Source: an optimization exercise on an open RTL-to-GDS flow (aim: small area and a short achievable clock period). Production flows keep margins and buffers that such runs may drop.
Only simulation tests tie the RTL to the original design; equivalence was not proved.
Power figures rest on the tool's default switching activity, not on a simulated workload.

==> design.v <==
`timescale 1ns/1ps
module fc_layer (
    input  logic        clk,
    input  logic        rstn,
    input  logic        r_valid,
    input  logic [31:0] in_data,
    output logic        t_valid,
    output logic [31:0] out_data
);
    logic [3:0] cnt;
    logic       w_first, w_second, w_weight, w_bias;
    assign w_first  = r_valid && (cnt == 4'd2 || cnt == 4'd4 || cnt == 4'd6 || cnt == 4'd8);
    assign w_second = r_valid && (cnt == 4'd3 || cnt == 4'd5 || cnt == 4'd7 || cnt == 4'd9);
    assign w_weight = w_first || w_second;
    assign w_bias   = r_valid && (cnt == 4'd10);
    logic       start0;   
    logic       fin0;     
    logic       sb0;      
    logic [1:0] nid0;     
    always_ff @(posedge clk or negedge rstn) begin
        if (!rstn) begin
            cnt <= '0;
            sb0 <= 1'b0;
        end else begin
            if (r_valid) cnt <= (cnt == 4'd10) ? 4'd0 : cnt + 4'd1;
            sb0 <= w_bias;
        end
    end
    always_ff @(posedge clk) begin
        start0 <= w_first;
        fin0   <= w_second && (cnt != 4'd9);
        nid0   <= cnt[2:1] - 2'd1;
    end
    logic [31:0] feat_a, feat_b, feat_p;
    always_ff @(posedge clk) begin
        if (r_valid && cnt == 4'd0) feat_a <= in_data;
        if (r_valid && cnt == 4'd1) feat_b <= in_data;
        feat_p <= (cnt == 4'd10) ? 32'h0100_0000 : cnt[0] ? feat_b : feat_a;
    end
    logic [3:0] neg0, one0, two0, neg1, one1, two1, neg2, one2, two2, neg3, one3, two3;
    for (genvar k = 0; k < 4; k++) begin : g_enc
        logic [8:0] wx;
        logic [3:0] ng, on, tw;
        logic [3:0] ng_q, on_q, tw_q;
        assign wx = {in_data[8*k +: 8], 1'b0};
        for (genvar m = 0; m < 4; m++) begin : g_dig
            assign ng[m] = wx[2*m+2];
            assign on[m] = wx[2*m+1] ^ wx[2*m];
            assign tw[m] = (wx[2*m+2] & ~wx[2*m+1] & ~wx[2*m]) | (~wx[2*m+2] & wx[2*m+1] & wx[2*m]);
        end
        always_ff @(posedge clk) begin
            ng_q <= ng & {4{r_valid}};
            on_q <= on & {4{r_valid}};
            tw_q <= tw & {4{r_valid}};
        end
    end
    assign {neg0, one0, two0} = {g_enc[0].ng_q, g_enc[0].on_q, g_enc[0].tw_q};
    assign {neg1, one1, two1} = {g_enc[1].ng_q, g_enc[1].on_q, g_enc[1].tw_q};
    assign {neg2, one2, two2} = {g_enc[2].ng_q, g_enc[2].on_q, g_enc[2].tw_q};
    assign {neg3, one3, two3} = {g_enc[3].ng_q, g_enc[3].on_q, g_enc[3].tw_q};
    logic [7:0] bias_b [3];
    assign bias_b[0] = {neg0[3], one0[3] ^ neg0[2], neg0[2], one0[2] ^ neg0[1], neg0[1], one0[1] ^ neg0[0], neg0[0], one0[0]};
    assign bias_b[1] = {neg1[3], one1[3] ^ neg1[2], neg1[2], one1[2] ^ neg1[1], neg1[1], one1[1] ^ neg1[0], neg1[0], one1[0]};
    assign bias_b[2] = {neg2[3], one2[3] ^ neg2[2], neg2[2], one2[2] ^ neg2[1], neg2[1], one2[1] ^ neg2[0], neg2[0], one2[0]};
    logic [7:0] xf0, xf1, xf2, xf3;
    assign {xf3, xf2, xf1, xf0} = feat_p;
    logic [18:0] acc_s, acc_c, acc_sk, acc_ck;
    logic        keep1;
    assign acc_sk = acc_s & {19{keep1}};
    assign acc_ck = acc_c & {19{keep1}};
    wire r0 = ((one0[0] & xf0[0])) ^ neg0[0];
    wire r1 = ((one0[0] & xf0[1]) | (two0[0] & xf0[0])) ^ neg0[0];
    wire r2 = ((one0[0] & xf0[2]) | (two0[0] & xf0[1])) ^ neg0[0];
    wire r3 = ((one0[0] & xf0[3]) | (two0[0] & xf0[2])) ^ neg0[0];
    wire r4 = ((one0[0] & xf0[4]) | (two0[0] & xf0[3])) ^ neg0[0];
    wire r5 = ((one0[0] & xf0[5]) | (two0[0] & xf0[4])) ^ neg0[0];
    wire r6 = ((one0[0] & xf0[6]) | (two0[0] & xf0[5])) ^ neg0[0];
    wire r7 = ((one0[0] & xf0[7]) | (two0[0] & xf0[6])) ^ neg0[0];
    wire r8 = ((one0[0] & xf0[7]) | (two0[0] & xf0[7])) ^ neg0[0];
    wire r9 = ~(((one0[0] & xf0[7]) | (two0[0] & xf0[7])) ^ neg0[0]);
    wire r10 = ((one0[1] & xf0[0])) ^ neg0[1];
    wire r11 = ((one0[1] & xf0[1]) | (two0[1] & xf0[0])) ^ neg0[1];
    wire r12 = ((one0[1] & xf0[2]) | (two0[1] & xf0[1])) ^ neg0[1];
    wire r13 = ((one0[1] & xf0[3]) | (two0[1] & xf0[2])) ^ neg0[1];
    wire r14 = ((one0[1] & xf0[4]) | (two0[1] & xf0[3])) ^ neg0[1];
    wire r15 = ((one0[1] & xf0[5]) | (two0[1] & xf0[4])) ^ neg0[1];
    wire r16 = ((one0[1] & xf0[6]) | (two0[1] & xf0[5])) ^ neg0[1];
    wire r17 = ((one0[1] & xf0[7]) | (two0[1] & xf0[6])) ^ neg0[1];
    wire r18 = ((one0[1] & xf0[7]) | (two0[1] & xf0[7])) ^ neg0[1];
    wire r19 = ~(((one0[1] & xf0[7]) | (two0[1] & xf0[7])) ^ neg0[1]);
    wire r20 = ((one0[2] & xf0[0])) ^ neg0[2];
    wire r21 = ((one0[2] & xf0[1]) | (two0[2] & xf0[0])) ^ neg0[2];
    wire r22 = ((one0[2] & xf0[2]) | (two0[2] & xf0[1])) ^ neg0[2];
    wire r23 = ((one0[2] & xf0[3]) | (two0[2] & xf0[2])) ^ neg0[2];
    wire r24 = ((one0[2] & xf0[4]) | (two0[2] & xf0[3])) ^ neg0[2];
    wire r25 = ((one0[2] & xf0[5]) | (two0[2] & xf0[4])) ^ neg0[2];
    wire r26 = ((one0[2] & xf0[6]) | (two0[2] & xf0[5])) ^ neg0[2];
    wire r27 = ((one0[2] & xf0[7]) | (two0[2] & xf0[6])) ^ neg0[2];
    wire r28 = ((one0[2] & xf0[7]) | (two0[2] & xf0[7])) ^ neg0[2];
    wire r29 = ~(((one0[2] & xf0[7]) | (two0[2] & xf0[7])) ^ neg0[2]);
    wire r30 = ((one0[3] & xf0[0])) ^ neg0[3];
    wire r31 = ((one0[3] & xf0[1]) | (two0[3] & xf0[0])) ^ neg0[3];
    wire r32 = ((one0[3] & xf0[2]) | (two0[3] & xf0[1])) ^ neg0[3];
    wire r33 = ((one0[3] & xf0[3]) | (two0[3] & xf0[2])) ^ neg0[3];
    wire r34 = ((one0[3] & xf0[4]) | (two0[3] & xf0[3])) ^ neg0[3];
    wire r35 = ((one0[3] & xf0[5]) | (two0[3] & xf0[4])) ^ neg0[3];
    wire r36 = ((one0[3] & xf0[6]) | (two0[3] & xf0[5])) ^ neg0[3];
    wire r37 = ((one0[3] & xf0[7]) | (two0[3] & xf0[6])) ^ neg0[3];
    wire r38 = ((one0[3] & xf0[7]) | (two0[3] & xf0[7])) ^ neg0[3];
    wire r39 = ~(((one0[3] & xf0[7]) | (two0[3] & xf0[7])) ^ neg0[3]);
    wire r40 = ((one1[0] & xf1[0])) ^ neg1[0];
    wire r41 = ((one1[0] & xf1[1]) | (two1[0] & xf1[0])) ^ neg1[0];
    wire r42 = ((one1[0] & xf1[2]) | (two1[0] & xf1[1])) ^ neg1[0];
    wire r43 = ((one1[0] & xf1[3]) | (two1[0] & xf1[2])) ^ neg1[0];
    wire r44 = ((one1[0] & xf1[4]) | (two1[0] & xf1[3])) ^ neg1[0];
    wire r45 = ((one1[0] & xf1[5]) | (two1[0] & xf1[4])) ^ neg1[0];
    wire r46 = ((one1[0] & xf1[6]) | (two1[0] & xf1[5])) ^ neg1[0];
    wire r47 = ((one1[0] & xf1[7]) | (two1[0] & xf1[6])) ^ neg1[0];
    wire r48 = ((one1[0] & xf1[7]) | (two1[0] & xf1[7])) ^ neg1[0];
    wire r49 = ~(((one1[0] & xf1[7]) | (two1[0] & xf1[7])) ^ neg1[0]);
    wire r50 = ((one1[1] & xf1[0])) ^ neg1[1];
    wire r51 = ((one1[1] & xf1[1]) | (two1[1] & xf1[0])) ^ neg1[1];
    wire r52 = ((one1[1] & xf1[2]) | (two1[1] & xf1[1])) ^ neg1[1];
    wire r53 = ((one1[1] & xf1[3]) | (two1[1] & xf1[2])) ^ neg1[1];
    wire r54 = ((one1[1] & xf1[4]) | (two1[1] & xf1[3])) ^ neg1[1];
    wire r55 = ((one1[1] & xf1[5]) | (two1[1] & xf1[4])) ^ neg1[1];
    wire r56 = ((one1[1] & xf1[6]) | (two1[1] & xf1[5])) ^ neg1[1];
    wire r57 = ((one1[1] & xf1[7]) | (two1[1] & xf1[6])) ^ neg1[1];
    wire r58 = ((one1[1] & xf1[7]) | (two1[1] & xf1[7])) ^ neg1[1];
    wire r59 = ~(((one1[1] & xf1[7]) | (two1[1] & xf1[7])) ^ neg1[1]);
    wire r60 = ((one1[2] & xf1[0])) ^ neg1[2];
    wire r61 = ((one1[2] & xf1[1]) | (two1[2] & xf1[0])) ^ neg1[2];
    wire r62 = ((one1[2] & xf1[2]) | (two1[2] & xf1[1])) ^ neg1[2];
    wire r63 = ((one1[2] & xf1[3]) | (two1[2] & xf1[2])) ^ neg1[2];
    wire r64 = ((one1[2] & xf1[4]) | (two1[2] & xf1[3])) ^ neg1[2];
    wire r65 = ((one1[2] & xf1[5]) | (two1[2] & xf1[4])) ^ neg1[2];
    wire r66 = ((one1[2] & xf1[6]) | (two1[2] & xf1[5])) ^ neg1[2];
    wire r67 = ((one1[2] & xf1[7]) | (two1[2] & xf1[6])) ^ neg1[2];
    wire r68 = ((one1[2] & xf1[7]) | (two1[2] & xf1[7])) ^ neg1[2];
    wire r69 = ~(((one1[2] & xf1[7]) | (two1[2] & xf1[7])) ^ neg1[2]);
    wire r70 = ((one1[3] & xf1[0])) ^ neg1[3];
    wire r71 = ((one1[3] & xf1[1]) | (two1[3] & xf1[0])) ^ neg1[3];
    wire r72 = ((one1[3] & xf1[2]) | (two1[3] & xf1[1])) ^ neg1[3];
    wire r73 = ((one1[3] & xf1[3]) | (two1[3] & xf1[2])) ^ neg1[3];
    wire r74 = ((one1[3] & xf1[4]) | (two1[3] & xf1[3])) ^ neg1[3];
    wire r75 = ((one1[3] & xf1[5]) | (two1[3] & xf1[4])) ^ neg1[3];
    wire r76 = ((one1[3] & xf1[6]) | (two1[3] & xf1[5])) ^ neg1[3];
    wire r77 = ((one1[3] & xf1[7]) | (two1[3] & xf1[6])) ^ neg1[3];
    wire r78 = ((one1[3] & xf1[7]) | (two1[3] & xf1[7])) ^ neg1[3];
    wire r79 = ~(((one1[3] & xf1[7]) | (two1[3] & xf1[7])) ^ neg1[3]);
    wire r80 = ((one2[0] & xf2[0])) ^ neg2[0];
    wire r81 = ((one2[0] & xf2[1]) | (two2[0] & xf2[0])) ^ neg2[0];
    wire r82 = ((one2[0] & xf2[2]) | (two2[0] & xf2[1])) ^ neg2[0];
    wire r83 = ((one2[0] & xf2[3]) | (two2[0] & xf2[2])) ^ neg2[0];
    wire r84 = ((one2[0] & xf2[4]) | (two2[0] & xf2[3])) ^ neg2[0];
    wire r85 = ((one2[0] & xf2[5]) | (two2[0] & xf2[4])) ^ neg2[0];
    wire r86 = ((one2[0] & xf2[6]) | (two2[0] & xf2[5])) ^ neg2[0];
    wire r87 = ((one2[0] & xf2[7]) | (two2[0] & xf2[6])) ^ neg2[0];
    wire r88 = ((one2[0] & xf2[7]) | (two2[0] & xf2[7])) ^ neg2[0];
    wire r89 = ~(((one2[0] & xf2[7]) | (two2[0] & xf2[7])) ^ neg2[0]);
    wire r90 = ((one2[1] & xf2[0])) ^ neg2[1];
    wire r91 = ((one2[1] & xf2[1]) | (two2[1] & xf2[0])) ^ neg2[1];
    wire r92 = ((one2[1] & xf2[2]) | (two2[1] & xf2[1])) ^ neg2[1];
    wire r93 = ((one2[1] & xf2[3]) | (two2[1] & xf2[2])) ^ neg2[1];
    wire r94 = ((one2[1] & xf2[4]) | (two2[1] & xf2[3])) ^ neg2[1];
    wire r95 = ((one2[1] & xf2[5]) | (two2[1] & xf2[4])) ^ neg2[1];
    wire r96 = ((one2[1] & xf2[6]) | (two2[1] & xf2[5])) ^ neg2[1];
    wire r97 = ((one2[1] & xf2[7]) | (two2[1] & xf2[6])) ^ neg2[1];
    wire r98 = ((one2[1] & xf2[7]) | (two2[1] & xf2[7])) ^ neg2[1];
    wire r99 = ~(((one2[1] & xf2[7]) | (two2[1] & xf2[7])) ^ neg2[1]);
    wire r100 = ((one2[2] & xf2[0])) ^ neg2[2];
    wire r101 = ((one2[2] & xf2[1]) | (two2[2] & xf2[0])) ^ neg2[2];
    wire r102 = ((one2[2] & xf2[2]) | (two2[2] & xf2[1])) ^ neg2[2];
    wire r103 = ((one2[2] & xf2[3]) | (two2[2] & xf2[2])) ^ neg2[2];
    wire r104 = ((one2[2] & xf2[4]) | (two2[2] & xf2[3])) ^ neg2[2];
    wire r105 = ((one2[2] & xf2[5]) | (two2[2] & xf2[4])) ^ neg2[2];
    wire r106 = ((one2[2] & xf2[6]) | (two2[2] & xf2[5])) ^ neg2[2];
    wire r107 = ((one2[2] & xf2[7]) | (two2[2] & xf2[6])) ^ neg2[2];
    wire r108 = ((one2[2] & xf2[7]) | (two2[2] & xf2[7])) ^ neg2[2];
    wire r109 = ~(((one2[2] & xf2[7]) | (two2[2] & xf2[7])) ^ neg2[2]);
    wire r110 = ((one2[3] & xf2[0])) ^ neg2[3];
    wire r111 = ((one2[3] & xf2[1]) | (two2[3] & xf2[0])) ^ neg2[3];
    wire r112 = ((one2[3] & xf2[2]) | (two2[3] & xf2[1])) ^ neg2[3];
    wire r113 = ((one2[3] & xf2[3]) | (two2[3] & xf2[2])) ^ neg2[3];
    wire r114 = ((one2[3] & xf2[4]) | (two2[3] & xf2[3])) ^ neg2[3];
    wire r115 = ((one2[3] & xf2[5]) | (two2[3] & xf2[4])) ^ neg2[3];
    wire r116 = ((one2[3] & xf2[6]) | (two2[3] & xf2[5])) ^ neg2[3];
    wire r117 = ((one2[3] & xf2[7]) | (two2[3] & xf2[6])) ^ neg2[3];
    wire r118 = ((one2[3] & xf2[7]) | (two2[3] & xf2[7])) ^ neg2[3];
    wire r119 = ~(((one2[3] & xf2[7]) | (two2[3] & xf2[7])) ^ neg2[3]);
    wire r120 = ((one3[0] & xf3[0])) ^ neg3[0];
    wire r121 = ((one3[0] & xf3[1]) | (two3[0] & xf3[0])) ^ neg3[0];
    wire r122 = ((one3[0] & xf3[2]) | (two3[0] & xf3[1])) ^ neg3[0];
    wire r123 = ((one3[0] & xf3[3]) | (two3[0] & xf3[2])) ^ neg3[0];
    wire r124 = ((one3[0] & xf3[4]) | (two3[0] & xf3[3])) ^ neg3[0];
    wire r125 = ((one3[0] & xf3[5]) | (two3[0] & xf3[4])) ^ neg3[0];
    wire r126 = ((one3[0] & xf3[6]) | (two3[0] & xf3[5])) ^ neg3[0];
    wire r127 = ((one3[0] & xf3[7]) | (two3[0] & xf3[6])) ^ neg3[0];
    wire r128 = ((one3[0] & xf3[7]) | (two3[0] & xf3[7])) ^ neg3[0];
    wire r129 = ~(((one3[0] & xf3[7]) | (two3[0] & xf3[7])) ^ neg3[0]);
    wire r130 = ((one3[1] & xf3[0])) ^ neg3[1];
    wire r131 = ((one3[1] & xf3[1]) | (two3[1] & xf3[0])) ^ neg3[1];
    wire r132 = ((one3[1] & xf3[2]) | (two3[1] & xf3[1])) ^ neg3[1];
    wire r133 = ((one3[1] & xf3[3]) | (two3[1] & xf3[2])) ^ neg3[1];
    wire r134 = ((one3[1] & xf3[4]) | (two3[1] & xf3[3])) ^ neg3[1];
    wire r135 = ((one3[1] & xf3[5]) | (two3[1] & xf3[4])) ^ neg3[1];
    wire r136 = ((one3[1] & xf3[6]) | (two3[1] & xf3[5])) ^ neg3[1];
    wire r137 = ((one3[1] & xf3[7]) | (two3[1] & xf3[6])) ^ neg3[1];
    wire r138 = ((one3[1] & xf3[7]) | (two3[1] & xf3[7])) ^ neg3[1];
    wire r139 = ~(((one3[1] & xf3[7]) | (two3[1] & xf3[7])) ^ neg3[1]);
    wire r140 = ((one3[2] & xf3[0])) ^ neg3[2];
    wire r141 = ((one3[2] & xf3[1]) | (two3[2] & xf3[0])) ^ neg3[2];
    wire r142 = ((one3[2] & xf3[2]) | (two3[2] & xf3[1])) ^ neg3[2];
    wire r143 = ((one3[2] & xf3[3]) | (two3[2] & xf3[2])) ^ neg3[2];
    wire r144 = ((one3[2] & xf3[4]) | (two3[2] & xf3[3])) ^ neg3[2];
    wire r145 = ((one3[2] & xf3[5]) | (two3[2] & xf3[4])) ^ neg3[2];
    wire r146 = ((one3[2] & xf3[6]) | (two3[2] & xf3[5])) ^ neg3[2];
    wire r147 = ((one3[2] & xf3[7]) | (two3[2] & xf3[6])) ^ neg3[2];
    wire r148 = ((one3[2] & xf3[7]) | (two3[2] & xf3[7])) ^ neg3[2];
    wire r149 = ~(((one3[2] & xf3[7]) | (two3[2] & xf3[7])) ^ neg3[2]);
    wire r150 = ((one3[3] & xf3[0])) ^ neg3[3];
    wire r151 = ((one3[3] & xf3[1]) | (two3[3] & xf3[0])) ^ neg3[3];
    wire r152 = ((one3[3] & xf3[2]) | (two3[3] & xf3[1])) ^ neg3[3];
    wire r153 = ((one3[3] & xf3[3]) | (two3[3] & xf3[2])) ^ neg3[3];
    wire r154 = ((one3[3] & xf3[4]) | (two3[3] & xf3[3])) ^ neg3[3];
    wire r155 = ((one3[3] & xf3[5]) | (two3[3] & xf3[4])) ^ neg3[3];
    wire r156 = ((one3[3] & xf3[6]) | (two3[3] & xf3[5])) ^ neg3[3];
    wire r157 = ((one3[3] & xf3[7]) | (two3[3] & xf3[6])) ^ neg3[3];
    wire r158 = ((one3[3] & xf3[7]) | (two3[3] & xf3[7])) ^ neg3[3];
    wire r159 = ~(((one3[3] & xf3[7]) | (two3[3] & xf3[7])) ^ neg3[3]);
    wire x160 = neg0[0] ^ neg1[0];
    wire s161 = x160 ^ neg2[0];
    wire c162 = (neg0[0] & neg1[0]) | (neg2[0] & x160);
    wire x163 = neg0[1] ^ neg1[1];
    wire s164 = x163 ^ neg2[1];
    wire c165 = (neg0[1] & neg1[1]) | (neg2[1] & x163);
    wire x166 = neg3[1] ^ r2;
    wire s167 = x166 ^ r10;
    wire c168 = (neg3[1] & r2) | (r10 & x166);
    wire x169 = r42 ^ r50;
    wire s170 = x169 ^ r82;
    wire c171 = (r42 & r50) | (r82 & x169);
    wire x172 = c165 ^ r3;
    wire s173 = x172 ^ r11;
    wire c174 = (c165 & r3) | (r11 & x172);
    wire x175 = r43 ^ r51;
    wire s176 = x175 ^ r83;
    wire c177 = (r43 & r51) | (r83 & x175);
    wire s178 = r91 ^ r123;
    wire c179 = r91 & r123;
    wire x180 = neg0[2] ^ neg1[2];
    wire s181 = x180 ^ neg2[2];
    wire c182 = (neg0[2] & neg1[2]) | (neg2[2] & x180);
    wire x183 = neg3[2] ^ r4;
    wire s184 = x183 ^ r12;
    wire c185 = (neg3[2] & r4) | (r12 & x183);
    wire x186 = r20 ^ r44;
    wire s187 = x186 ^ r52;
    wire c188 = (r20 & r44) | (r52 & x186);
    wire x189 = r60 ^ r84;
    wire s190 = x189 ^ r92;
    wire c191 = (r60 & r84) | (r92 & x189);
    wire x192 = r100 ^ r124;
    wire s193 = x192 ^ r132;
    wire c194 = (r100 & r124) | (r132 & x192);
    wire x195 = r140 ^ s181;
    wire s196 = x195 ^ c179;
    wire c197 = (r140 & s181) | (c179 & x195);
    wire s198 = c174 ^ c177;
    wire c199 = c174 & c177;
    wire x200 = c182 ^ r5;
    wire s201 = x200 ^ r13;
    wire c202 = (c182 & r5) | (r13 & x200);
    wire x203 = r21 ^ r45;
    wire s204 = x203 ^ r53;
    wire c205 = (r21 & r45) | (r53 & x203);
    wire x206 = r61 ^ r85;
    wire s207 = x206 ^ r93;
    wire c208 = (r61 & r85) | (r93 & x206);
    wire x209 = r101 ^ r125;
    wire s210 = x209 ^ r133;
    wire c211 = (r101 & r125) | (r133 & x209);
    wire x212 = r141 ^ c185;
    wire s213 = x212 ^ c188;
    wire c214 = (r141 & c185) | (c188 & x212);
    wire x215 = c191 ^ c194;
    wire s216 = x215 ^ s201;
    wire c217 = (c191 & c194) | (s201 & x215);
    wire s218 = s204 ^ s207;
    wire c219 = s204 & s207;
    wire x220 = neg0[3] ^ neg1[3];
    wire s221 = x220 ^ neg2[3];
    wire c222 = (neg0[3] & neg1[3]) | (neg2[3] & x220);
    wire x223 = neg3[3] ^ r6;
    wire s224 = x223 ^ r14;
    wire c225 = (neg3[3] & r6) | (r14 & x223);
    wire x226 = r22 ^ r30;
    wire s227 = x226 ^ r46;
    wire c228 = (r22 & r30) | (r46 & x226);
    wire x229 = r54 ^ r62;
    wire s230 = x229 ^ r70;
    wire c231 = (r54 & r62) | (r70 & x229);
    wire x232 = r86 ^ r94;
    wire s233 = x232 ^ r102;
    wire c234 = (r86 & r94) | (r102 & x232);
    wire x235 = r110 ^ r126;
    wire s236 = x235 ^ r134;
    wire c237 = (r110 & r126) | (r134 & x235);
    wire x238 = r142 ^ r150;
    wire s239 = x238 ^ s221;
    wire c240 = (r142 & r150) | (s221 & x238);
    wire x241 = c202 ^ c205;
    wire s242 = x241 ^ c208;
    wire c243 = (c202 & c205) | (c208 & x241);
    wire x244 = c211 ^ s224;
    wire s245 = x244 ^ s227;
    wire c246 = (c211 & s224) | (s227 & x244);
    wire x247 = s230 ^ s233;
    wire s248 = x247 ^ s236;
    wire c249 = (s230 & s233) | (s236 & x247);
    wire s250 = s239 ^ c219;
    wire c251 = s239 & c219;
    wire x252 = c222 ^ r7;
    wire s253 = x252 ^ r15;
    wire c254 = (c222 & r7) | (r15 & x252);
    wire x255 = r23 ^ r31;
    wire s256 = x255 ^ r47;
    wire c257 = (r23 & r31) | (r47 & x255);
    wire x258 = r55 ^ r63;
    wire s259 = x258 ^ r71;
    wire c260 = (r55 & r63) | (r71 & x258);
    wire x261 = r87 ^ r95;
    wire s262 = x261 ^ r103;
    wire c263 = (r87 & r95) | (r103 & x261);
    wire x264 = r111 ^ r127;
    wire s265 = x264 ^ r135;
    wire c266 = (r111 & r127) | (r135 & x264);
    wire x267 = r143 ^ r151;
    wire s268 = x267 ^ c225;
    wire c269 = (r143 & r151) | (c225 & x267);
    wire x270 = c228 ^ c231;
    wire s271 = x270 ^ c234;
    wire c272 = (c228 & c231) | (c234 & x270);
    wire x273 = c237 ^ c240;
    wire s274 = x273 ^ s253;
    wire c275 = (c237 & c240) | (s253 & x273);
    wire x276 = s256 ^ s259;
    wire s277 = x276 ^ s262;
    wire c278 = (s256 & s259) | (s262 & x276);
    wire x279 = s265 ^ c243;
    wire s280 = x279 ^ c246;
    wire c281 = (s265 & c243) | (c246 & x279);
    wire s282 = c249 ^ s268;
    wire c283 = c249 & s268;
    wire x284 = r8 ^ r16;
    wire s285 = x284 ^ r24;
    wire c286 = (r8 & r16) | (r24 & x284);
    wire x287 = r32 ^ r48;
    wire s288 = x287 ^ r56;
    wire c289 = (r32 & r48) | (r56 & x287);
    wire x290 = r64 ^ r72;
    wire s291 = x290 ^ r88;
    wire c292 = (r64 & r72) | (r88 & x290);
    wire x293 = r96 ^ r104;
    wire s294 = x293 ^ r112;
    wire c295 = (r96 & r104) | (r112 & x293);
    wire x296 = r128 ^ r136;
    wire s297 = x296 ^ r144;
    wire c298 = (r128 & r136) | (r144 & x296);
    wire x299 = r152 ^ c254;
    wire s300 = x299 ^ c257;
    wire c301 = (r152 & c254) | (c257 & x299);
    wire x302 = c260 ^ c263;
    wire s303 = x302 ^ c266;
    wire c304 = (c260 & c263) | (c266 & x302);
    wire x305 = s285 ^ s288;
    wire s306 = x305 ^ s291;
    wire c307 = (s285 & s288) | (s291 & x305);
    wire x308 = s294 ^ s297;
    wire s309 = x308 ^ c269;
    wire c310 = (s294 & s297) | (c269 & x308);
    wire x311 = c272 ^ c275;
    wire s312 = x311 ^ c278;
    wire c313 = (c272 & c275) | (c278 & x311);
    wire s314 = s300 ^ s303;
    wire c315 = s300 & s303;
    wire x316 = r9 ^ r17;
    wire s317 = x316 ^ r25;
    wire c318 = (r9 & r17) | (r25 & x316);
    wire x319 = r33 ^ r49;
    wire s320 = x319 ^ r57;
    wire c321 = (r33 & r49) | (r57 & x319);
    wire x322 = r65 ^ r73;
    wire s323 = x322 ^ r89;
    wire c324 = (r65 & r73) | (r89 & x322);
    wire x325 = r97 ^ r105;
    wire s326 = x325 ^ r113;
    wire c327 = (r97 & r105) | (r113 & x325);
    wire x328 = r129 ^ r137;
    wire s329 = x328 ^ r145;
    wire c330 = (r129 & r137) | (r145 & x328);
    wire x331 = r153 ^ c286;
    wire s332 = x331 ^ c289;
    wire c333 = (r153 & c286) | (c289 & x331);
    wire x334 = c292 ^ c295;
    wire s335 = x334 ^ c298;
    wire c336 = (c292 & c295) | (c298 & x334);
    wire x337 = s317 ^ s320;
    wire s338 = x337 ^ s323;
    wire c339 = (s317 & s320) | (s323 & x337);
    wire x340 = s326 ^ s329;
    wire s341 = x340 ^ c301;
    wire c342 = (s326 & s329) | (c301 & x340);
    wire x343 = c304 ^ c307;
    wire s344 = x343 ^ s332;
    wire c345 = (c304 & c307) | (s332 & x343);
    wire s346 = s335 ^ s338;
    wire c347 = s335 & s338;
    wire x348 = r18 ^ r26;
    wire s349 = x348 ^ r34;
    wire c350 = (r18 & r26) | (r34 & x348);
    wire x351 = r58 ^ r66;
    wire s352 = x351 ^ r74;
    wire c353 = (r58 & r66) | (r74 & x351);
    wire x354 = r98 ^ r106;
    wire s355 = x354 ^ r114;
    wire c356 = (r98 & r106) | (r114 & x354);
    wire x357 = r138 ^ r146;
    wire s358 = x357 ^ r154;
    wire c359 = (r138 & r146) | (r154 & x357);
    wire x360 = c318 ^ c321;
    wire s361 = x360 ^ c324;
    wire c362 = (c318 & c321) | (c324 & x360);
    wire x363 = c327 ^ c330;
    wire s364 = x363 ^ s349;
    wire c365 = (c327 & c330) | (s349 & x363);
    wire x366 = s352 ^ s355;
    wire s367 = x366 ^ s358;
    wire c368 = (s352 & s355) | (s358 & x366);
    wire x369 = c333 ^ c336;
    wire s370 = x369 ^ c339;
    wire c371 = (c333 & c336) | (c339 & x369);
    wire s372 = s361 ^ s364;
    wire c373 = s361 & s364;
    wire x374 = 1'b1 ^ r19;
    wire s375 = x374 ^ r27;
    wire c376 = (1'b1 & r19) | (r27 & x374);
    wire x377 = r35 ^ r59;
    wire s378 = x377 ^ r67;
    wire c379 = (r35 & r59) | (r67 & x377);
    wire x380 = r75 ^ r99;
    wire s381 = x380 ^ r107;
    wire c382 = (r75 & r99) | (r107 & x380);
    wire x383 = r115 ^ r139;
    wire s384 = x383 ^ r147;
    wire c385 = (r115 & r139) | (r147 & x383);
    wire x386 = r155 ^ c350;
    wire s387 = x386 ^ c353;
    wire c388 = (r155 & c350) | (c353 & x386);
    wire x389 = c356 ^ c359;
    wire s390 = x389 ^ s375;
    wire c391 = (c356 & c359) | (s375 & x389);
    wire x392 = s378 ^ s381;
    wire s393 = x392 ^ s384;
    wire c394 = (s378 & s381) | (s384 & x392);
    wire x395 = c362 ^ c365;
    wire s396 = x395 ^ c368;
    wire c397 = (c362 & c365) | (c368 & x395);
    wire x398 = 1'b1 ^ r28;
    wire s399 = x398 ^ r36;
    wire c400 = (1'b1 & r28) | (r36 & x398);
    wire x401 = r68 ^ r76;
    wire s402 = x401 ^ r108;
    wire c403 = (r68 & r76) | (r108 & x401);
    wire x404 = r116 ^ r148;
    wire s405 = x404 ^ r156;
    wire c406 = (r116 & r148) | (r156 & x404);
    wire x407 = c376 ^ c379;
    wire s408 = x407 ^ c382;
    wire c409 = (c376 & c379) | (c382 & x407);
    wire x410 = c385 ^ s399;
    wire s411 = x410 ^ s402;
    wire c412 = (c385 & s399) | (s402 & x410);
    wire s413 = s405 ^ c388;
    wire c414 = s405 & c388;
    wire x415 = r29 ^ r37;
    wire s416 = x415 ^ r69;
    wire c417 = (r29 & r37) | (r69 & x415);
    wire x418 = r77 ^ r109;
    wire s419 = x418 ^ r117;
    wire c420 = (r77 & r109) | (r117 & x418);
    wire x421 = r149 ^ r157;
    wire s422 = x421 ^ c400;
    wire c423 = (r149 & r157) | (c400 & x421);
    wire x424 = c403 ^ c406;
    wire s425 = x424 ^ s416;
    wire c426 = (c403 & c406) | (s416 & x424);
    wire x427 = 1'b1 ^ r38;
    wire s428 = x427 ^ r78;
    wire c429 = (1'b1 & r38) | (r78 & x427);
    wire s430 = r118 ^ r158;
    wire c431 = r118 & r158;
    logic pa0_0, pa0_1, pa0_2, pa0_3, pa0_4, pa0_5, pa1_0, pa1_1, pa1_2, pa1_3, pa1_4, pa2_0, pa2_1, pa2_2, pa2_3, pa2_4, pa2_5, pa3_0, pa3_1, pa3_2, pa3_3, pa3_4, pa3_5, pa4_0, pa4_1, pa4_2, pa4_3, pa4_4, pa4_5, pa5_0, pa5_1, pa5_2, pa5_3, pa5_4, pa5_5, pa6_0, pa6_1, pa6_2, pa6_3, pa6_4, pa6_5, pa7_0, pa7_1, pa7_2, pa7_3, pa7_4, pa7_5, pa8_0, pa8_1, pa8_2, pa8_3, pa8_4, pa8_5, pa9_0, pa9_1, pa9_2, pa9_3, pa9_4, pa9_5, pa10_0, pa10_1, pa10_2, pa10_3, pa10_4, pa10_5, pa11_0, pa11_1, pa11_2, pa11_3, pa11_4, pa11_5, pa12_0, pa12_1, pa12_2, pa12_3, pa12_4, pa12_5, pa13_0, pa13_1, pa13_2, pa13_3, pa13_4, pa13_5, pa14_0, pa14_1, pa14_2, pa14_3, pa14_4, pa14_5, pa15_0, pa15_1, pa15_2, pa15_3, pa15_4, pa15_5;
    always_ff @(posedge clk) begin
        pa0_0 <= neg3[0];
        pa0_1 <= r0;
        pa0_2 <= r40;
        pa0_3 <= r80;
        pa0_4 <= r120;
        pa0_5 <= s161;
        pa1_0 <= r1;
        pa1_1 <= r41;
        pa1_2 <= r81;
        pa1_3 <= r121;
        pa1_4 <= c162;
        pa2_0 <= r90;
        pa2_1 <= r122;
        pa2_2 <= r130;
        pa2_3 <= s164;
        pa2_4 <= s167;
        pa2_5 <= s170;
        pa3_0 <= r131;
        pa3_1 <= c168;
        pa3_2 <= c171;
        pa3_3 <= s173;
        pa3_4 <= s176;
        pa3_5 <= s178;
        pa4_0 <= s184;
        pa4_1 <= s187;
        pa4_2 <= s190;
        pa4_3 <= s193;
        pa4_4 <= s196;
        pa4_5 <= s198;
        pa5_0 <= s210;
        pa5_1 <= c197;
        pa5_2 <= c199;
        pa5_3 <= s213;
        pa5_4 <= s216;
        pa5_5 <= s218;
        pa6_0 <= c214;
        pa6_1 <= c217;
        pa6_2 <= s242;
        pa6_3 <= s245;
        pa6_4 <= s248;
        pa6_5 <= s250;
        pa7_0 <= s271;
        pa7_1 <= c251;
        pa7_2 <= s274;
        pa7_3 <= s277;
        pa7_4 <= s280;
        pa7_5 <= s282;
        pa8_0 <= s306;
        pa8_1 <= c283;
        pa8_2 <= c281;
        pa8_3 <= s309;
        pa8_4 <= s312;
        pa8_5 <= s314;
        pa9_0 <= c315;
        pa9_1 <= c310;
        pa9_2 <= c313;
        pa9_3 <= s341;
        pa9_4 <= s344;
        pa9_5 <= s346;
        pa10_0 <= s367;
        pa10_1 <= c347;
        pa10_2 <= c342;
        pa10_3 <= c345;
        pa10_4 <= s370;
        pa10_5 <= s372;
        pa11_0 <= s387;
        pa11_1 <= s390;
        pa11_2 <= s393;
        pa11_3 <= c373;
        pa11_4 <= c371;
        pa11_5 <= s396;
        pa12_0 <= c391;
        pa12_1 <= c394;
        pa12_2 <= s408;
        pa12_3 <= s411;
        pa12_4 <= c397;
        pa12_5 <= s413;
        pa13_0 <= s419;
        pa13_1 <= c409;
        pa13_2 <= c412;
        pa13_3 <= s422;
        pa13_4 <= c414;
        pa13_5 <= s425;
        pa14_0 <= c417;
        pa14_1 <= c420;
        pa14_2 <= s428;
        pa14_3 <= c423;
        pa14_4 <= c426;
        pa14_5 <= s430;
        pa15_0 <= r39;
        pa15_1 <= r79;
        pa15_2 <= r119;
        pa15_3 <= r159;
        pa15_4 <= c429;
        pa15_5 <= c431;
    end
    wire x432 = pa0_0 ^ pa0_1;
    wire s433 = x432 ^ pa0_2;
    wire c434 = (pa0_0 & pa0_1) | (pa0_2 & x432);
    wire x435 = pa0_3 ^ pa0_4;
    wire s436 = x435 ^ pa0_5;
    wire c437 = (pa0_3 & pa0_4) | (pa0_5 & x435);
    wire x438 = acc_sk[0] ^ acc_ck[0];
    wire s439 = x438 ^ s433;
    wire c440 = (acc_sk[0] & acc_ck[0]) | (s433 & x438);
    wire x441 = pa1_0 ^ pa1_1;
    wire s442 = x441 ^ pa1_2;
    wire c443 = (pa1_0 & pa1_1) | (pa1_2 & x441);
    wire x444 = pa1_3 ^ pa1_4;
    wire s445 = x444 ^ acc_sk[1];
    wire c446 = (pa1_3 & pa1_4) | (acc_sk[1] & x444);
    wire x447 = acc_ck[1] ^ c434;
    wire s448 = x447 ^ c437;
    wire c449 = (acc_ck[1] & c434) | (c437 & x447);
    wire x450 = s442 ^ s445;
    wire s451 = x450 ^ c440;
    wire c452 = (s442 & s445) | (c440 & x450);
    wire x453 = pa2_0 ^ pa2_1;
    wire s454 = x453 ^ pa2_2;
    wire c455 = (pa2_0 & pa2_1) | (pa2_2 & x453);
    wire x456 = pa2_3 ^ pa2_4;
    wire s457 = x456 ^ pa2_5;
    wire c458 = (pa2_3 & pa2_4) | (pa2_5 & x456);
    wire x459 = acc_sk[2] ^ acc_ck[2];
    wire s460 = x459 ^ c443;
    wire c461 = (acc_sk[2] & acc_ck[2]) | (c443 & x459);
    wire x462 = s454 ^ s457;
    wire s463 = x462 ^ c446;
    wire c464 = (s454 & s457) | (c446 & x462);
    wire x465 = c449 ^ s460;
    wire s466 = x465 ^ s463;
    wire c467 = (c449 & s460) | (s463 & x465);
    wire x468 = pa3_0 ^ pa3_1;
    wire s469 = x468 ^ pa3_2;
    wire c470 = (pa3_0 & pa3_1) | (pa3_2 & x468);
    wire x471 = pa3_3 ^ pa3_4;
    wire s472 = x471 ^ pa3_5;
    wire c473 = (pa3_3 & pa3_4) | (pa3_5 & x471);
    wire x474 = acc_sk[3] ^ acc_ck[3];
    wire s475 = x474 ^ c455;
    wire c476 = (acc_sk[3] & acc_ck[3]) | (c455 & x474);
    wire x477 = c458 ^ s469;
    wire s478 = x477 ^ s472;
    wire c479 = (c458 & s469) | (s472 & x477);
    wire x480 = c461 ^ s475;
    wire s481 = x480 ^ s478;
    wire c482 = (c461 & s475) | (s478 & x480);
    wire s483 = c464 ^ s481;
    wire c484 = c464 & s481;
    wire x485 = pa4_0 ^ pa4_1;
    wire s486 = x485 ^ pa4_2;
    wire c487 = (pa4_0 & pa4_1) | (pa4_2 & x485);
    wire x488 = pa4_3 ^ pa4_4;
    wire s489 = x488 ^ pa4_5;
    wire c490 = (pa4_3 & pa4_4) | (pa4_5 & x488);
    wire x491 = acc_sk[4] ^ acc_ck[4];
    wire s492 = x491 ^ c470;
    wire c493 = (acc_sk[4] & acc_ck[4]) | (c470 & x491);
    wire x494 = c473 ^ s486;
    wire s495 = x494 ^ s489;
    wire c496 = (c473 & s486) | (s489 & x494);
    wire x497 = c476 ^ c479;
    wire s498 = x497 ^ s492;
    wire c499 = (c476 & c479) | (s492 & x497);
    wire x500 = s495 ^ c482;
    wire s501 = x500 ^ s498;
    wire c502 = (s495 & c482) | (s498 & x500);
    wire x503 = pa5_0 ^ pa5_1;
    wire s504 = x503 ^ pa5_2;
    wire c505 = (pa5_0 & pa5_1) | (pa5_2 & x503);
    wire x506 = pa5_3 ^ pa5_4;
    wire s507 = x506 ^ pa5_5;
    wire c508 = (pa5_3 & pa5_4) | (pa5_5 & x506);
    wire x509 = acc_sk[5] ^ acc_ck[5];
    wire s510 = x509 ^ c487;
    wire c511 = (acc_sk[5] & acc_ck[5]) | (c487 & x509);
    wire x512 = c490 ^ s504;
    wire s513 = x512 ^ s507;
    wire c514 = (c490 & s504) | (s507 & x512);
    wire x515 = c493 ^ c496;
    wire s516 = x515 ^ s510;
    wire c517 = (c493 & c496) | (s510 & x515);
    wire x518 = s513 ^ c499;
    wire s519 = x518 ^ s516;
    wire c520 = (s513 & c499) | (s516 & x518);
    wire x521 = pa6_0 ^ pa6_1;
    wire s522 = x521 ^ pa6_2;
    wire c523 = (pa6_0 & pa6_1) | (pa6_2 & x521);
    wire x524 = pa6_3 ^ pa6_4;
    wire s525 = x524 ^ pa6_5;
    wire c526 = (pa6_3 & pa6_4) | (pa6_5 & x524);
    wire x527 = acc_sk[6] ^ acc_ck[6];
    wire s528 = x527 ^ c505;
    wire c529 = (acc_sk[6] & acc_ck[6]) | (c505 & x527);
    wire x530 = c508 ^ s522;
    wire s531 = x530 ^ s525;
    wire c532 = (c508 & s522) | (s525 & x530);
    wire x533 = c511 ^ c514;
    wire s534 = x533 ^ s528;
    wire c535 = (c511 & c514) | (s528 & x533);
    wire x536 = s531 ^ c517;
    wire s537 = x536 ^ s534;
    wire c538 = (s531 & c517) | (s534 & x536);
    wire x539 = pa7_0 ^ pa7_1;
    wire s540 = x539 ^ pa7_2;
    wire c541 = (pa7_0 & pa7_1) | (pa7_2 & x539);
    wire x542 = pa7_3 ^ pa7_4;
    wire s543 = x542 ^ pa7_5;
    wire c544 = (pa7_3 & pa7_4) | (pa7_5 & x542);
    wire x545 = acc_sk[7] ^ acc_ck[7];
    wire s546 = x545 ^ c523;
    wire c547 = (acc_sk[7] & acc_ck[7]) | (c523 & x545);
    wire x548 = c526 ^ s540;
    wire s549 = x548 ^ s543;
    wire c550 = (c526 & s540) | (s543 & x548);
    wire x551 = c529 ^ c532;
    wire s552 = x551 ^ s546;
    wire c553 = (c529 & c532) | (s546 & x551);
    wire x554 = s549 ^ c535;
    wire s555 = x554 ^ s552;
    wire c556 = (s549 & c535) | (s552 & x554);
    wire x557 = pa8_0 ^ pa8_1;
    wire s558 = x557 ^ pa8_2;
    wire c559 = (pa8_0 & pa8_1) | (pa8_2 & x557);
    wire x560 = pa8_3 ^ pa8_4;
    wire s561 = x560 ^ pa8_5;
    wire c562 = (pa8_3 & pa8_4) | (pa8_5 & x560);
    wire x563 = acc_sk[8] ^ acc_ck[8];
    wire s564 = x563 ^ c541;
    wire c565 = (acc_sk[8] & acc_ck[8]) | (c541 & x563);
    wire x566 = c544 ^ s558;
    wire s567 = x566 ^ s561;
    wire c568 = (c544 & s558) | (s561 & x566);
    wire x569 = c547 ^ c550;
    wire s570 = x569 ^ s564;
    wire c571 = (c547 & c550) | (s564 & x569);
    wire x572 = s567 ^ c553;
    wire s573 = x572 ^ s570;
    wire c574 = (s567 & c553) | (s570 & x572);
    wire x575 = pa9_0 ^ pa9_1;
    wire s576 = x575 ^ pa9_2;
    wire c577 = (pa9_0 & pa9_1) | (pa9_2 & x575);
    wire x578 = pa9_3 ^ pa9_4;
    wire s579 = x578 ^ pa9_5;
    wire c580 = (pa9_3 & pa9_4) | (pa9_5 & x578);
    wire x581 = acc_sk[9] ^ acc_ck[9];
    wire s582 = x581 ^ c559;
    wire c583 = (acc_sk[9] & acc_ck[9]) | (c559 & x581);
    wire x584 = c562 ^ s576;
    wire s585 = x584 ^ s579;
    wire c586 = (c562 & s576) | (s579 & x584);
    wire x587 = c565 ^ c568;
    wire s588 = x587 ^ s582;
    wire c589 = (c565 & c568) | (s582 & x587);
    wire x590 = s585 ^ c571;
    wire s591 = x590 ^ s588;
    wire c592 = (s585 & c571) | (s588 & x590);
    wire x593 = pa10_0 ^ pa10_1;
    wire s594 = x593 ^ pa10_2;
    wire c595 = (pa10_0 & pa10_1) | (pa10_2 & x593);
    wire x596 = pa10_3 ^ pa10_4;
    wire s597 = x596 ^ pa10_5;
    wire c598 = (pa10_3 & pa10_4) | (pa10_5 & x596);
    wire x599 = acc_sk[10] ^ acc_ck[10];
    wire s600 = x599 ^ c577;
    wire c601 = (acc_sk[10] & acc_ck[10]) | (c577 & x599);
    wire x602 = c580 ^ s594;
    wire s603 = x602 ^ s597;
    wire c604 = (c580 & s594) | (s597 & x602);
    wire x605 = c583 ^ c586;
    wire s606 = x605 ^ s600;
    wire c607 = (c583 & c586) | (s600 & x605);
    wire x608 = s603 ^ c589;
    wire s609 = x608 ^ s606;
    wire c610 = (s603 & c589) | (s606 & x608);
    wire x611 = pa11_0 ^ pa11_1;
    wire s612 = x611 ^ pa11_2;
    wire c613 = (pa11_0 & pa11_1) | (pa11_2 & x611);
    wire x614 = pa11_3 ^ pa11_4;
    wire s615 = x614 ^ pa11_5;
    wire c616 = (pa11_3 & pa11_4) | (pa11_5 & x614);
    wire x617 = acc_sk[11] ^ acc_ck[11];
    wire s618 = x617 ^ c595;
    wire c619 = (acc_sk[11] & acc_ck[11]) | (c595 & x617);
    wire x620 = c598 ^ s612;
    wire s621 = x620 ^ s615;
    wire c622 = (c598 & s612) | (s615 & x620);
    wire x623 = c601 ^ c604;
    wire s624 = x623 ^ s618;
    wire c625 = (c601 & c604) | (s618 & x623);
    wire x626 = s621 ^ c607;
    wire s627 = x626 ^ s624;
    wire c628 = (s621 & c607) | (s624 & x626);
    wire x629 = pa12_0 ^ pa12_1;
    wire s630 = x629 ^ pa12_2;
    wire c631 = (pa12_0 & pa12_1) | (pa12_2 & x629);
    wire x632 = pa12_3 ^ pa12_4;
    wire s633 = x632 ^ pa12_5;
    wire c634 = (pa12_3 & pa12_4) | (pa12_5 & x632);
    wire x635 = acc_sk[12] ^ acc_ck[12];
    wire s636 = x635 ^ c613;
    wire c637 = (acc_sk[12] & acc_ck[12]) | (c613 & x635);
    wire x638 = c616 ^ s630;
    wire s639 = x638 ^ s633;
    wire c640 = (c616 & s630) | (s633 & x638);
    wire x641 = c619 ^ c622;
    wire s642 = x641 ^ s636;
    wire c643 = (c619 & c622) | (s636 & x641);
    wire x644 = s639 ^ c625;
    wire s645 = x644 ^ s642;
    wire c646 = (s639 & c625) | (s642 & x644);
    wire x647 = pa13_0 ^ pa13_1;
    wire s648 = x647 ^ pa13_2;
    wire c649 = (pa13_0 & pa13_1) | (pa13_2 & x647);
    wire x650 = pa13_3 ^ pa13_4;
    wire s651 = x650 ^ pa13_5;
    wire c652 = (pa13_3 & pa13_4) | (pa13_5 & x650);
    wire x653 = acc_sk[13] ^ acc_ck[13];
    wire s654 = x653 ^ c631;
    wire c655 = (acc_sk[13] & acc_ck[13]) | (c631 & x653);
    wire x656 = c634 ^ s648;
    wire s657 = x656 ^ s651;
    wire c658 = (c634 & s648) | (s651 & x656);
    wire x659 = c637 ^ c640;
    wire s660 = x659 ^ s654;
    wire c661 = (c637 & c640) | (s654 & x659);
    wire x662 = s657 ^ c643;
    wire s663 = x662 ^ s660;
    wire c664 = (s657 & c643) | (s660 & x662);
    wire x665 = pa14_0 ^ pa14_1;
    wire s666 = x665 ^ pa14_2;
    wire c667 = (pa14_0 & pa14_1) | (pa14_2 & x665);
    wire x668 = pa14_3 ^ pa14_4;
    wire s669 = x668 ^ pa14_5;
    wire c670 = (pa14_3 & pa14_4) | (pa14_5 & x668);
    wire x671 = acc_sk[14] ^ acc_ck[14];
    wire s672 = x671 ^ c649;
    wire c673 = (acc_sk[14] & acc_ck[14]) | (c649 & x671);
    wire x674 = c652 ^ s666;
    wire s675 = x674 ^ s669;
    wire c676 = (c652 & s666) | (s669 & x674);
    wire x677 = c655 ^ c658;
    wire s678 = x677 ^ s672;
    wire c679 = (c655 & c658) | (s672 & x677);
    wire x680 = s675 ^ c661;
    wire s681 = x680 ^ s678;
    wire c682 = (s675 & c661) | (s678 & x680);
    wire x683 = pa15_0 ^ pa15_1;
    wire s684 = x683 ^ pa15_2;
    wire c685 = (pa15_0 & pa15_1) | (pa15_2 & x683);
    wire x686 = pa15_3 ^ pa15_4;
    wire s687 = x686 ^ pa15_5;
    wire c688 = (pa15_3 & pa15_4) | (pa15_5 & x686);
    wire x689 = acc_sk[15] ^ acc_ck[15];
    wire s690 = x689 ^ c667;
    wire c691 = (acc_sk[15] & acc_ck[15]) | (c667 & x689);
    wire x692 = c670 ^ s684;
    wire s693 = x692 ^ s687;
    wire c694 = (c670 & s684) | (s687 & x692);
    wire x695 = c673 ^ c676;
    wire s696 = x695 ^ s690;
    wire c697 = (c673 & c676) | (s690 & x695);
    wire x698 = s693 ^ c679;
    wire s699 = x698 ^ s696;
    wire c700 = (s693 & c679) | (s696 & x698);
    wire x701 = 1'b1 ^ acc_sk[16];
    wire s702 = x701 ^ acc_ck[16];
    wire c703 = (1'b1 & acc_sk[16]) | (acc_ck[16] & x701);
    wire x704 = c685 ^ c688;
    wire s705 = x704 ^ s702;
    wire c706 = (c685 & c688) | (s702 & x704);
    wire x707 = c691 ^ c694;
    wire s708 = x707 ^ s705;
    wire c709 = (c691 & c694) | (s705 & x707);
    wire s710 = c697 ^ s708;
    wire c711 = c697 & s708;
    wire x712 = acc_sk[17] ^ acc_ck[17];
    wire s713 = x712 ^ c703;
    wire c714 = (acc_sk[17] & acc_ck[17]) | (c703 & x712);
    wire x715 = c706 ^ s713;
    wire s716 = x715 ^ c709;
    wire c717 = (c706 & s713) | (c709 & x715);
    wire x718 = 1'b1 ^ acc_sk[18];
    wire s719 = x718 ^ acc_ck[18];
    wire s720 = s719 ^ c714;
    always_ff @(posedge clk) begin
        acc_s <= {c717, c711, c700, c682, c664, c646, c628, c610, c592, c574, c556, c538, c520, c502, c484, c467, c452, s448, s436};
        acc_c <= {s720, s716, s710, s699, s681, s663, s645, s627, s609, s591, s573, s555, s537, s519, s501, s483, s466, s451, s439};
    end
    logic       fin1, sb1, fin2, sb2;
    logic [1:0] nid1, nid2;
    always_ff @(posedge clk or negedge rstn) begin
        if (!rstn) begin
            sb1     <= 1'b0;
            sb2     <= 1'b0;
        end else begin
            sb1     <= sb0;
            sb2     <= sb1;
        end
    end
    always_ff @(posedge clk) begin
        t_valid <= sb2;
        keep1 <= !start0;
        fin1  <= fin0;
        nid1  <= nid0;
        fin2  <= fin1;
        nid2  <= nid1;
    end
    logic [18:0] tot;
    assign tot = acc_s + acc_c;
    logic signed [10:0] tot_hi;
    assign tot_hi = tot[18:8];
    logic signed [10:0] held_h [3];
    logic [7:0]         held_l [3];
    always_ff @(posedge clk) begin
        for (int j = 0; j < 3; j++) begin
            if (fin2 && nid2 == 2'(j)) begin
                held_h[j] <= tot_hi;
                held_l[j] <= tot[7:0];
            end
        end
    end
    function automatic logic [7:0] sat(input logic signed [11:0] z);
        if (z > 12'sd127) sat = 8'h7f;
        else if (z < -12'sd128) sat = 8'h80;
        else sat = z[7:0];
    endfunction
    logic [7:0] cand_dn [3];
    logic [7:0] cand_eq [3];
    logic [7:0] cand_up [3];
    logic [2:0] bias_co, bias_neg;
    for (genvar j = 0; j < 3; j++) begin : g_fin
        logic [8:0] lo_sum;
        assign cand_dn[j] = sat({held_h[j][10], held_h[j]} - 12'd1);
        assign cand_eq[j] = sat({held_h[j][10], held_h[j]});
        assign cand_up[j] = sat({held_h[j][10], held_h[j]} + 12'd1);
        assign lo_sum     = {1'b0, held_l[j]} + {1'b0, bias_b[j]};
        always_ff @(posedge clk) begin
            if (sb0) begin
                bias_co[j]  <= lo_sum[8];
                bias_neg[j] <= bias_b[j][7];
            end
        end
    end
    always_ff @(posedge clk) begin
        for (int j = 0; j < 3; j++)
            out_data[31-8*j -: 8] <= bias_co[j] ? (bias_neg[j] ? cand_eq[j] : cand_up[j])
                                                : (bias_neg[j] ? cand_dn[j] : cand_eq[j]);
        out_data[7:0] <= (tot_hi > 11'sd127) ? 8'h7f : (tot_hi < -11'sd128) ? 8'h80 : tot_hi[7:0];
    end
endmodule
==> flow/run.sh <==
#!/bin/bash
# Standard layout, with strong buffers on the ports, sizing free to change a
# cell's footprint, and timing repair aiming 5.4 ns past the 8 ns clock. The
# make output goes to flow_make.log here; each ORFS step keeps its own log
# under orfs/logs.
set -euo pipefail
bash standard.sh \
    BUFFER_PORTS_ARGS="-buffer_cell sky130_fd_sc_hd__buf_2" \
    MATCH_CELL_FOOTPRINT=0 \
    SETUP_SLACK_MARGIN=5.4 \
    finish > flow_make.log 2>&1
==> standard.sh <==
#!/bin/bash
# synth_recipe.tcl (not shown) runs the flow's synth.tcl, then flattens the netlist and writes it again
# the make line also repeats each setting of config.mk as NAME=value (left out here)
make -C /OpenROAD-flow-scripts/flow DESIGN_CONFIG=/design/flow/config.mk WORK_HOME=/design/flow/orfs CLKGATE_MAP_FILE= SYNTH_SCRIPT=/design/flow/synth_recipe.tcl "${@:-finish}"
==> config.mk <==
export PLATFORM = sky130hd
export DESIGN_NAME = fc_layer
export DESIGN_NICKNAME = fc_layer
export VERILOG_FILES = /design/flow/design.v
export SDC_FILE = /design/flow/constraint.sdc
export NUM_CORES = 4
export LEC_CHECK = 0
export CAP_MARGIN = 20
export CORE_MARGIN = 2
export CORE_UTILIZATION = 65
export CTS_CLUSTER_DIAMETER = 100
export CTS_CLUSTER_SIZE = 20
export SLEW_MARGIN = 20
==> constraint.sdc <==
create_clock -name core_clock -period 8.0 [get_ports {clk}]
set_input_delay 1.6000 -clock core_clock [delete_from_list [all_inputs] [get_ports {clk}]]
set_output_delay 1.6000 -clock core_clock [all_outputs]
set_load 0.01 [all_outputs]
==> results of run 1 <==
## flip-flops by register name (all words and copies together) (netlist names), 2 cells and up
signal,cells
held_h,33
feat_a,32
feat_b,32
feat_p,32
out_data,32
held_l,24
acc_c,19
acc_s,19
g_enc.ng_q,16
g_enc.on_q,16
g_enc.tw_q,16
cnt,4
bias_co,3
bias_neg,3
nid0,2
nid1,2
nid2,2
## path summary, 6_finish.rpt
| kind | start | cells after the start | slack (ns) | endpoint |
|---|---|---|---|---|
| max in group asynchronous | rstn | 1 | 6.98 | cnt[3] |
| setup / recovery | acc_c[0] | 11 | 5.41 | out_data[4] |
| hold reg to reg | fin1 | 0 | 0.33 | fin2 |
| hold / removal | fin1 | 0 | 0.33 | fin2 |
| min in group asynchronous | rstn | 1 | 0.87 | sb0 |
| setup reg to reg | acc_c[0] | 11 | 5.41 | out_data[4] |
## report_power, final
group	switching, mW	internal [mW]
Clock	0.633	0.565
Combinational	3.03	2.20
Sequential	0.520	2.90
Total	4.19	5.67
## worst max-delay path, cell delays in order, from the launching register on
cell,delay [ns]
sky130_fd_sc_hd__dfxtp_2,0.36
sky130_fd_sc_hd__ha_4,0.14
sky130_fd_sc_hd__inv_2,0.04
sky130_fd_sc_hd__fa_2,0.35
sky130_fd_sc_hd__nand2b_4,0.17
sky130_fd_sc_hd__a211oi_4,0.20
sky130_fd_sc_hd__buf_6,0.17
sky130_fd_sc_hd__o22ai_4,0.09
sky130_fd_sc_hd__o31a_1,0.32
sky130_fd_sc_hd__nor2_4,0.13
sky130_fd_sc_hd__o211ai_1,0.23
sky130_fd_sc_hd__a32oi_1,0.29
## timing repair
action | in CTS | in global routing
pin swaps | 9 | 13
endpoints found under the setup margin | 112 | 137
buffers inserted | 6 | 16
cloned | 3 | 5
hold buffers | 0 | 0
resized for setup | 51 | 75
endpoints found under the hold margin | 0 | 0
## per-stage QoR
step,utilization [%],power [mW]
2_1_floorplan,-,6.787
3_3_place_gp,67.77,8.125
3_5_place_dp,67.77,8.380
4_1_cts,70.53,9.704
5_1_grt,71.84,10.75
6_report,71.84,9.858
## logic make-up (layout without fill, tap and decap cells)
family | after synthesis | count (layout) | share of synthesized area [%]
multiplexers | 4 | 4 | 0.1898
AO/OA/AOI/OAI | 410 | 410 | 13.34
buffers and inverters | 314 | 330 | 5.741
AND/OR/NAND/NOR | 377 | 383 | 8.558
XOR/XNOR | 207 | 207 | 8.593
flip-flops | 391 | 391 | 43.29
adder cells (fa/ha/maj) | 237 | 237 | 20.28
## Yosys cell counts, types with 11 or more instances
library cell,instances,area [um^2]
sky130_fd_sc_hd__dfxtp_1,257,5145
sky130_fd_sc_hd__inv_1,191,716.9
sky130_fd_sc_hd__fa_1,175,3503
sky130_fd_sc_hd__xnor2_1,153,1340
sky130_fd_sc_hd__edfxtp_1,127,3814
sky130_fd_sc_hd__nand2_1,119,446.7
sky130_fd_sc_hd__a22oi_1,112,840.8
sky130_fd_sc_hd__nor2_1,109,409.1
sky130_fd_sc_hd__clkbuf_1,103,386.6
sky130_fd_sc_hd__a21oi_1,78,390.4
sky130_fd_sc_hd__o21ai_0,76,380.4
sky130_fd_sc_hd__ha_1,62,775.7
sky130_fd_sc_hd__xor2_1,54,473.0
sky130_fd_sc_hd__a22o_1,34,297.8
sky130_fd_sc_hd__and2_1,26,162.7
sky130_fd_sc_hd__nand3_1,24,120.1
sky130_fd_sc_hd__nand2b_1,15,93.84
sky130_fd_sc_hd__nor3_1,13,65.06
sky130_fd_sc_hd__nor2b_1,12,75.07
sky130_fd_sc_hd__buf_2,11,55.05
sky130_fd_sc_hd__nor4_1,11,68.82
## layout make-up
| class | count | share of cell area, % |
|---|---|---|
| Multi-Input combinational cell | 1241 | 48.22 |
| Sequential cell | 391 | 40.39 |
| Inverter | 194 | 3.204 |
| Clock buffer | 39 | 2.876 |
| Timing Repair Buffer | 94 | 2.843 |
| Tap cell | 435 | 2.383 |
| Clock inverter | 2 | 0.06573 |
| Timing Repair inverter | 1 | 0.02191 |
## routing by layer
metal	share of wire, %	up-vias	GRT usage, %
li1	-	6549	-
met1	40	6882	37.44
met2	51	475	51.71
met3	5.3	100	3.122
met4	4.2	0	11.65
met5	0	-	0
==> flow_results.org, run 1 <==
** Setup path
- The critical path in this run is classified as reg2reg.
- Data arrives at the worst endpoint at ~3 ns.
- The worst setup path is launched from a register.
- Endpoint required time on the critical path :: around 8.5 ns
- Worst setup EP type :: register
- Worst-path maximum fanout :: 7

** GRT
- After global routing the overflow that remains totals 0.
- Antenna violations before repair :: 0
- Total routing usage reported by global routing :: 29.38%
- Wire length of the first global-routing pass :: 76,790 um
- Maximum number of pins on one net before global-route repair :: 38
- Via count of the first global-routing pass :: approximately 14,000

** Logic synthesis
- Post-synthesis instance area :: 21,100 um^2
- Cell count after synthesis :: slightly below 2,000
- Counting every net in the synthesized netlist gives approximately 2,200.
- Yosys mapped a number of flops with a built-in enable equal to about 130.
- The synthesized design contains ~390 register bits.
- Dividing the synthesized area by the synthesized cell count gives ~11 um^2.
- The netlist uses 76 different library cells.
- Share of the yosys chip area belonging to registers :: roughly 43%
- For this run, asynchronously set or reset flops after synthesis account for 1.790%.
- The most used flip-flop cell after synthesis is sky130_fd_sc_hd__dfxtp_1.
- Number of warning messages in the yosys log :: 7

** Final layout
- Cell area after layout :: around 23,000 um^2
- Signed area change from the synthesized netlist to the final layout :: 8.273%
- The layout has between 2,000 and 2,500 filler cells.
- Leaving out fill and tap cells, the most frequent cell in the layout is sky130_fd_sc_hd__dfxtp_1.
- Antenna Cells :: 0
- Area taken by flip-flops and latches :: roughly 9000 um^2
- Final cell count without fillers :: 2,397
- Net count reported at finish :: 2,218
- In the final layout, the share of cells above drive strength 1 is 12.39%.
- Most used cells in the layout excluding fill and tap cells :: sky130_fd_sc_hd__dfxtp_1, sky130_fd_sc_hd__inv_1, sky130_fd_sc_hd__fa_1, sky130_fd_sc_hd__xnor2_1, sky130_fd_sc_hd__edfxtp_1
- Multi-input combinational cell area :: roughly 11,000 um^2

** Placement
- At the placement stage, the worst setup path has a slack of around 4.2 ns.
- Total placed instance area :: around 22,000 um^2
- Placer's final routability congestion estimate :: approximately 0.92
- HPWL reported at the end of detailed placement :: 36,760 um
- Input and output buffers added on the ports amount to 67.
- After detailed placement, the design holds a cell count of approximately 2,300.

** STA
- The final critical path takes up about 32% of the cycle.
- Once routing completed, OpenROAD measured the worst setup slack at about 5.4 ns.
- Max Fclk :: between 300 and 400 MHz
- Setup violations remaining at the end of the flow were counted as 0.
- Worst hold slack :: ~0.33 ns
- At the pin with the least slew margin, the transition time is 1.025 ns.
- Fin crit period :: 2.592 ns
- The max-slew violation total from the final report came to 0.
- Endpoints failing hold :: 0
- Setup repair after global routing could not meet its margin everywhere.
- Across the routed clock network, the largest skew measured is roughly 0.026 ns.
- Relative max-transition margin :: a little under a third
- Aggregate negative setup slack :: 0 ns

** Floorplan
- 68 I/O pins were placed.
- The die is ~180 um tall.
- Floorplan row count :: 65
- From left edge to right edge, the die measures around 180 um.
- Area of the core region :: around 32,000 um^2
- The die covers 33,910 um^2.
- For this configuration, the core starts out at a cell density of 66.35%.

** Clocking
- Counting every sink on the clock net gives approximately 390.
- H-Tree Level Count :: 1
- TritonCTS built the clock tree.
- The clock passes through at most 3 buffers.
- For the worst-skew pair, the clock arrives at the later sink with an insertion delay of 0.55 ns.
- Counting the buffers created by CTS gives 23.
- The tree is rooted in a sky130_fd_sc_hd__clkbuf_16.
- After clock tree synthesis, the clock-pin slew on the worst setup and hold paths is roughly 0.090 ns.

** Routing
- Routed wirelength normalized by instance count :: slightly above 20 um
- Detailed Route Iter0 Violations :: 860
- Post-Route WL :: 49,330 um
- Remaining antenna violation count :: 0
- In the routed design, unresolved DRC markers number 0.
- Dividing the detail-routed via count by the number of cells gives between 5 and 6.
- Routed vias :: between 10,000 and 15,000
- First-pass iteration count of the detailed router :: 6

** Outcome
- Status :: finished clean

** Min path
- Worst min-delay path category :: reg2reg

** Flow run
- The tool flagged a number of max-cap violations equal to 0.

** Pwr
- Static Leakage :: about 9 nW
- Power Dens Cells :: roughly 430 nW/um^2
- VDD IR-drop max :: 0.0002956 V
==> inputs of run 2 (changes only) <==
==> flow/run.sh (replaced) <==
#!/bin/bash
# Standard layout, with strong buffers on the ports, sizing free to change a
# cell's footprint, and timing repair aiming 5.45 ns past the 8 ns clock. The
# make output goes to flow_make.log here; each ORFS step keeps its own log
# under orfs/logs.
set -euo pipefail
bash standard.sh \
    BUFFER_PORTS_ARGS="-buffer_cell sky130_fd_sc_hd__buf_4" \
    MATCH_CELL_FOOTPRINT=0 \
    SETUP_SLACK_MARGIN=5.45 \
    finish > flow_make.log 2>&1
--- a/config.mk
+++ b/config.mk
@@ -9,3 +9,3 @@
 export CORE_MARGIN = 2
-export CORE_UTILIZATION = 65
+export CORE_UTILIZATION = 60
 export CTS_CLUSTER_DIAMETER = 100
==> flow_results.org, run 2 <==
** STA
- The number of failing setup endpoints in the final timing report is 0 (unchanged).
- Worst hold slack :: 0.3330 ns (+0.002231 ns)
- Max Fclk :: 382.1 MHz (-0.95%)
- Setup repair after global routing could not meet its margin everywhere.
- Tightest Pin Transition :: 1.052 ns (+0.02663 ns)
- Fin crit period :: 2.617 ns (+0.02494 ns)

** GRT
- The initial antenna violation count was 0 (unchanged).
- The wire length of the first global-routing pass is 79,150 um (+3.1%).
- Maximum number of pins on one net before global-route repair :: 41 (+7.9%)
- Via count of the first global-routing pass :: 14,266 (-1.0%)

** Min path
- The min-delay analysis places its worst path in the category reg2reg.
- The number of instances on the worst hold path was 0 (unchanged).
- The worst hold path terminates at nid2[0].
- Launch point of the worst hold path :: nid1[0]

** Outcome
- The flow ran to the end and the layout has no timing, DRC or antenna violations.

** Clocking
- The number of clock sinks is 391 (unchanged).
- CTS max path bufs :: 3 (unchanged)
- H-Tree Level Count :: 1 (unchanged)
- Hold_buf cts :: 0 (unchanged)
- The tree is rooted in a sky130_fd_sc_hd__clkbuf_16.

** Final layout
- Leaving out fill and tap cells, the most frequent cell in the layout is sky130_fd_sc_hd__inv_1.
- Cell area after layout :: 23,310 um^2 (+2.0%)
- Net count reported at finish :: 2,245 (+1.2%)
- The area growth from synthesis to layout is 10.49%.
- Max reg flops :: 33 (unchanged)

** Routing
- First-pass iteration count of the detailed router :: 7 (+1)
- Routed vias :: 14,080 (+0.53%)
- The detailed-route vias per instance came to 5.761 (-1.4%).
- Post-Route WL :: 50,360 um (+2.1%)
- Detailed Route Iter0 Violations :: 881 (+2.4%)

** Logic synthesis
- Share of the yosys chip area belonging to registers :: 43.29% (unchanged)
- The synthesis warning total is 7 (unchanged).
- Top flip-flop cell by instance count after synthesis :: sky130_fd_sc_hd__dfxtp_1
- The total standard cell area after synthesis was 21,100 um^2 (unchanged).
- Yosys top cell area share :: 24.39% (unchanged)
- Cell count after synthesis :: 1,940 (unchanged)
- Largest cells by area after synthesis :: sky130_fd_sc_hd__dfxtp_1, sky130_fd_sc_hd__edfxtp_1, sky130_fd_sc_hd__fa_1

** Setup path
- The signal on the critical path passes through buf_6.
- Endpoint of the worst register-to-register path :: out_data[1]
- Register-to-register setup slack :: 5.41 ns (about the same)
- Endpoint required time on the critical path :: 6.40 ns (-2.05 ns)
- Cell family contributing the most delay on the critical path :: flip-flops

** Pwr
- The peak supply drop is 0.0002318 V (-22%).
- The leakage power figure was 9.418 nW (+2.2%).

** Floorplan
- The die height came to 191.5 um (+4.0%).
- The number of placement rows was 68 (+4.6%).
- The chip width came to 191.5 um (+4.0%).

** Flow run
- Max cap viols :: 0 (unchanged)

** Placement
- Placer's final routability congestion estimate :: 0.9425 (+1.9%)
[run 2: changes by cell type in the layout (fill, tap and decap cells not counted), sizes merged]
cell	before	now
buf	92	118
clkbuf	41	40
dlymetal6s2s	0	1
nor2	111	112
[run 2: per-stage QoR]
stage	instances	power, mW
3_5_place_dp	2346	8.410
2_1_floorplan	1940	6.787
4_1_cts	2406	9.839
3_3_place_gp	2346	8.199
5_1_grt	2444	10.83
6_report	2444	9.902
[run 2: how the worst max path moves through the flow]
stage	depth (start not counted)	slack, ns	endpoint
after floorplan	3	5.40	feat_b[0]
after global placement	4	4.50	feat_b[30]
after detailed placement	4	4.41	feat_a[31]
after CTS	1	5.36	out_data[20]
after global routing	12	5.34	out_data[6]
final	1	5.38	out_data[17]
[run 2: routing by layer]
metal  track usage [%]  vias to the layer above  part of all wire, %
met4             10.71                        0                  4.2
met2             49.43                      483                   50
met1             35.75                     6879                   41
met3             3.066                      106                  4.9
met5                 0                        -                    0
li1                  -                     6612                    -
[run 2: kinds of logic (layout without fill, tap and decap cells)]
logic type | Yosys count | in the layout | synth area share [%]
multiplexers | 4 | 4 | 0.1898
buffers and inverters | 314 | 356 | 5.741
AO/OA/AOI/OAI | 410 | 410 | 13.34
AND/OR/NAND/NOR | 377 | 384 | 8.558
XOR/XNOR | 207 | 207 | 8.593
adder cells (fa/ha/maj) | 237 | 237 | 20.28
flip-flops | 391 | 391 | 43.29
[run 2: where the power goes]
| part | total (mW) | internal (mW) | switching, mW |
|---|---|---|---|
| registers | 3.43 | 2.91 | 0.519 |
| logic | 5.27 | 2.25 | 3.02 |
| clock network | 1.20 | 0.548 | 0.654 |
| total | 9.90 | 5.71 | 4.19 |
[run 2: what timing repair did]
| action | CTS | global route |
|---|---|---|
| gates resized for setup | 104 | 80 |
| setup buffers | 12 | 36 |
| endpoints found under the setup margin | 143 | 145 |
| gates cloned | 7 | 2 |
| pin swaps | 19 | 17 |
[run 2: final cells by class]
cell class,instances,area [um^2]
fill,2733,11230
clock buffer,39,635.6
sequential,391,9285
multi-input combinational,1242,11000
timing repair inverter,1,5.005
tap,455,569.3
timing repair buffer,120,1064
inverter,194,732.0
clock inverter,2,20.02
